This is an optimization exercise on Yosys and OpenROAD, whose aim is small area, a short achievable clock period and few clock cycles per item, not a production implementation.
Only simulation tests tie the RTL to the original design; equivalence was not proved.

==> flow/design.v <==
module sprite_compositor_n #(
  parameter int N_SPRITES = 8,
  parameter int SPR_SIZE  = 16,
  parameter int COORD_W   = 10,
  parameter int PAL_DEPTH = 16,
  parameter int COLOR_W   = 8,
  parameter int SLOT_W    = (N_SPRITES > 1) ? $clog2(N_SPRITES) : 1,
  parameter int SEL_WP    = $clog2(SPR_SIZE + 1),
  parameter int PAL_WP    = (PAL_DEPTH > 1) ? $clog2(PAL_DEPTH) : 1,
  parameter int DATA_W    = ((2 * COORD_W + PAL_WP + 2) > SPR_SIZE) ? (2 * COORD_W + PAL_WP + 2) : SPR_SIZE
) (
  input  logic                 clk_25,
  input  logic                 n_reset,
  input  logic                 wr_en,
  input  logic [SLOT_W-1:0]    wr_slot,
  input  logic [SEL_WP-1:0]    wr_sel,
  input  logic [DATA_W-1:0]    wr_data,
  input  logic                 att_color,
  input  logic [PAL_WP-1:0]    pal_addr,
  input  logic [3*COLOR_W-1:0] data_color,
  input  logic                 coll_clr,
  input  logic                 pix_valid,
  input  logic [COORD_W-1:0]   row,
  input  logic [COORD_W-1:0]   column,
  input  logic [COLOR_W-1:0]   FIFO_Red,
  input  logic [COLOR_W-1:0]   FIFO_Green,
  input  logic [COLOR_W-1:0]   FIFO_Blue,
  output logic [COLOR_W-1:0]   VGA_R,
  output logic [COLOR_W-1:0]   VGA_G,
  output logic [COLOR_W-1:0]   VGA_B,
  output logic                 out_valid,
  output logic [N_SPRITES-1:0] collision
);
  localparam int N     = N_SPRITES;
  localparam int PAL_W = PAL_WP;
  localparam int RGB_W = 3 * COLOR_W;
  logic [N-1:0][15:0][15:0] bmp_q;      
  logic [N-1:0][15:0]       rv_q;       
  logic [N-1:0][9:0]        x_q, y_q;   
  logic [N-1:0][PAL_W-1:0]  pi_q;
  logic [N-1:0]             md_q;
  logic [N-1:0]             en_q;
  logic [PAL_DEPTH-1:0][RGB_W-1:0] pal_q;   
  logic [PAL_DEPTH-1:0]            pv_q;    
  logic [N-1:0]       slot_we, attr_we;
  logic [N-1:0][15:0] row_we;
  logic [PAL_DEPTH-1:0] pal_we;
  always_comb begin
    for (int s = 0; s < N; s++) begin
      slot_we[s] = wr_en && (wr_slot == SLOT_W'(s));
      attr_we[s] = slot_we[s] && (wr_sel == '0);
      for (int r = 0; r < 16; r++)
        row_we[s][r] = slot_we[s] && (wr_sel == SEL_WP'(r + 1));
    end
    for (int p = 0; p < PAL_DEPTH; p++)
      pal_we[p] = att_color && (pal_addr == PAL_W'(p));
  end
  always_ff @(posedge clk_25) begin
    for (int s = 0; s < N; s++) begin
      if (attr_we[s]) begin
        x_q[s]  <= wr_data[9:0];
        y_q[s]  <= wr_data[19:10];
        pi_q[s] <= wr_data[23:20];
        md_q[s] <= wr_data[25];
      end
      for (int r = 0; r < 16; r++)
        if (row_we[s][r]) bmp_q[s][r] <= wr_data[15:0];
    end
    for (int p = 0; p < PAL_DEPTH; p++)
      if (pal_we[p]) pal_q[p] <= data_color;
  end
  always_ff @(posedge clk_25 or negedge n_reset) begin
    if (!n_reset) begin
      en_q <= '0; rv_q <= '0; pv_q <= '0;
    end else begin
      for (int s = 0; s < N; s++) begin
        if (attr_we[s]) en_q[s] <= wr_data[24];
        for (int r = 0; r < 16; r++)
          if (row_we[s][r]) rv_q[s][r] <= 1'b1;
      end
      for (int p = 0; p < PAL_DEPTH; p++)
        if (pal_we[p]) pv_q[p] <= 1'b1;
    end
  end
  logic               v0_q, v1_q, v2_q, v3_q, ov_q;
  logic [RGB_W-1:0]   bg0_q, bg1_q, bg2_q, bg3_q;
  logic [N-1:0][3:0]  dx0_q, dy0_q;
  logic [N-1:0]       in0_q;
  logic [N-1:0][3:0]  t1_q;
  logic [N-1:0][1:0]  dyh1_q;
  logic [N-1:0]       in1_q;
  logic [N-1:0]       hit2_q;
  logic [PAL_W-1:0]   pi2_q;
  logic               md2_q, any2_q;
  logic [RGB_W-1:0]   p3_q;
  logic               md3_q, any3_q;
  logic [N-1:0]       coll_q;
  logic [RGB_W-1:0]   rgb_q;
  logic [N-1:0][10:0] dxw, dyw;
  logic [N-1:0]       in0_d;
  always_comb begin
    for (int s = 0; s < N; s++) begin
      dxw[s]   = {1'b0, column} - {1'b0, x_q[s]};
      dyw[s]   = {1'b0, row} - {1'b0, y_q[s]};
      in0_d[s] = en_q[s] && (dxw[s][10:4] == '0) && (dyw[s][10:4] == '0);
    end
  end
  logic [N-1:0][3:0] t1_d;
  logic [N-1:0][3:0] col1;
  always_comb begin
    for (int s = 0; s < N; s++) begin
      col1[s] = ~dx0_q[s];
      for (int g = 0; g < 4; g++)
        t1_d[s][g] = bmp_q[s][{2'(g), dy0_q[s][1:0]}][col1[s]] &
                     rv_q[s][{2'(g), dy0_q[s][1:0]}];
    end
  end
  logic [N-1:0]     hit2_d;
  logic [PAL_W-1:0] pi2_d;
  logic             md2_d;
  always_comb begin
    for (int s = 0; s < N; s++)
      hit2_d[s] = in1_q[s] & t1_q[s][dyh1_q[s]];
    pi2_d = '0; md2_d = 1'b0;
    for (int s = N - 1; s >= 0; s--)
      if (hit2_d[s]) begin
        pi2_d = pi_q[s];
        md2_d = md_q[s];
      end
  end
  logic [RGB_W-1:0] p3_d;
  logic             multi;
  assign p3_d  = pal_q[pi2_q] & {RGB_W{pv_q[pi2_q]}};
  assign multi = (hit2_q & (hit2_q - N'(1))) != '0;
  logic [RGB_W-1:0] rgb_d;
  logic [COLOR_W:0] sum_r, sum_g, sum_b;
  always_comb begin
    sum_r = {1'b0, p3_q[23:16]} + {1'b0, bg3_q[23:16]};
    sum_g = {1'b0, p3_q[15:8]}  + {1'b0, bg3_q[15:8]};
    sum_b = {1'b0, p3_q[7:0]}   + {1'b0, bg3_q[7:0]};
    if (!any3_q)     rgb_d = bg3_q;
    else if (!md3_q) rgb_d = p3_q;
    else             rgb_d = {sum_r[8:1], sum_g[8:1], sum_b[8:1]};
  end
  always_ff @(posedge clk_25) begin
    bg0_q <= {FIFO_Red, FIFO_Green, FIFO_Blue};
    for (int s = 0; s < N; s++) begin
      dx0_q[s] <= dxw[s][3:0];
      dy0_q[s] <= dyw[s][3:0];
    end
    in0_q <= in0_d;
    bg1_q <= bg0_q; t1_q <= t1_d; in1_q <= in0_q;
    for (int s = 0; s < N; s++) dyh1_q[s] <= dy0_q[s][3:2];
    bg2_q <= bg1_q; hit2_q <= hit2_d; pi2_q <= pi2_d; md2_q <= md2_d; any2_q <= |hit2_d;
    bg3_q <= bg2_q; p3_q <= p3_d; md3_q <= md2_q; any3_q <= any2_q;
    rgb_q <= rgb_d;
  end
  always_ff @(posedge clk_25 or negedge n_reset) begin
    if (!n_reset) begin
      v0_q <= 1'b0; v1_q <= 1'b0; v2_q <= 1'b0; v3_q <= 1'b0; ov_q <= 1'b0;
      coll_q <= '0;
    end else begin
      v0_q <= pix_valid; v1_q <= v0_q; v2_q <= v1_q; v3_q <= v2_q; ov_q <= v3_q;
      if (coll_clr)           coll_q <= '0;
      else if (v2_q && multi) coll_q <= coll_q | hit2_q;
    end
  end
  assign VGA_R     = rgb_q[RGB_W-1 -: COLOR_W];
  assign VGA_G     = rgb_q[2*COLOR_W-1 -: COLOR_W];
  assign VGA_B     = rgb_q[COLOR_W-1:0];
  assign out_valid = ov_q;
  assign collision = coll_q;
endmodule
Settings: LEC_CHECK=0, CAP_MARGIN=20, CORE_MARGIN=2, CORE_UTILIZATION=40, CTS_BUF_LIST=sky130_fd_sc_hd__clkbuf_4 sky130_fd_sc_hd__clkbuf_8 sky130_fd_sc_hd__clkbuf_16, SETUP_SLACK_MARGIN=2.0, SLEW_MARGIN=20; clock period 4.5 ns.
run.sh (not shown) runs the stock make flow with config.mk's settings and CLKGATE_MAP_FILE= SYNTH_SCRIPT=/design/flow/synth_recipe.tcl, a recipe that flattens the netlist after the stock synthesis.
The baseline completed with no timing, DRC or antenna violations.
Testbench counts at the start, summed over its fixed seeds: cycles 33,408, pixels 32,768.
==> next run, changes <==
CTS_BUF_LIST = default   (was sky130_fd_sc_hd__clkbuf_4 sky130_fd_sc_hd__clkbuf_8 sky130_fd_sc_hd__clkbuf_16)
SETUP_SLACK_MARGIN = default   (was 2.0)
What happened: Routed wire length came out lower slightly. Worst setup slack loses 770 ps. Fmax came out lower by about a fifth.

## afterwards: timing with drivers on the ports
Ports are ideal in the flow. The routed layouts listed here were re-timed in OpenROAD.
Step 1 sets driving cells, clkbuf_16 on the clock port and buf_2 on the other inputs (assumed; they add their load-dependent delay and slew).
Step 2 times the ports against the registers' clock, not the clock port: input delays grow and output delays shrink by t, the midpoint of the rising clock arrivals with the driver on.
Slacks: no drivers / after step 1 / after step 2; pairs: no drivers / after step 1.
run	shift t [ns]	slack for setup (ns)	clock arrival spread, ns
the first run	0.931	1.830 / 1.892 / 0.960	0.099 / 0.099
the second run	0.942	1.056 / 1.130 / 0.189	0.092 / 0.093
After both steps setup and hold are still met in every run listed. For the first run, which loses most, drivers alone change the setup slack by +0.062 ns; drivers and shift together by -0.870 ns.
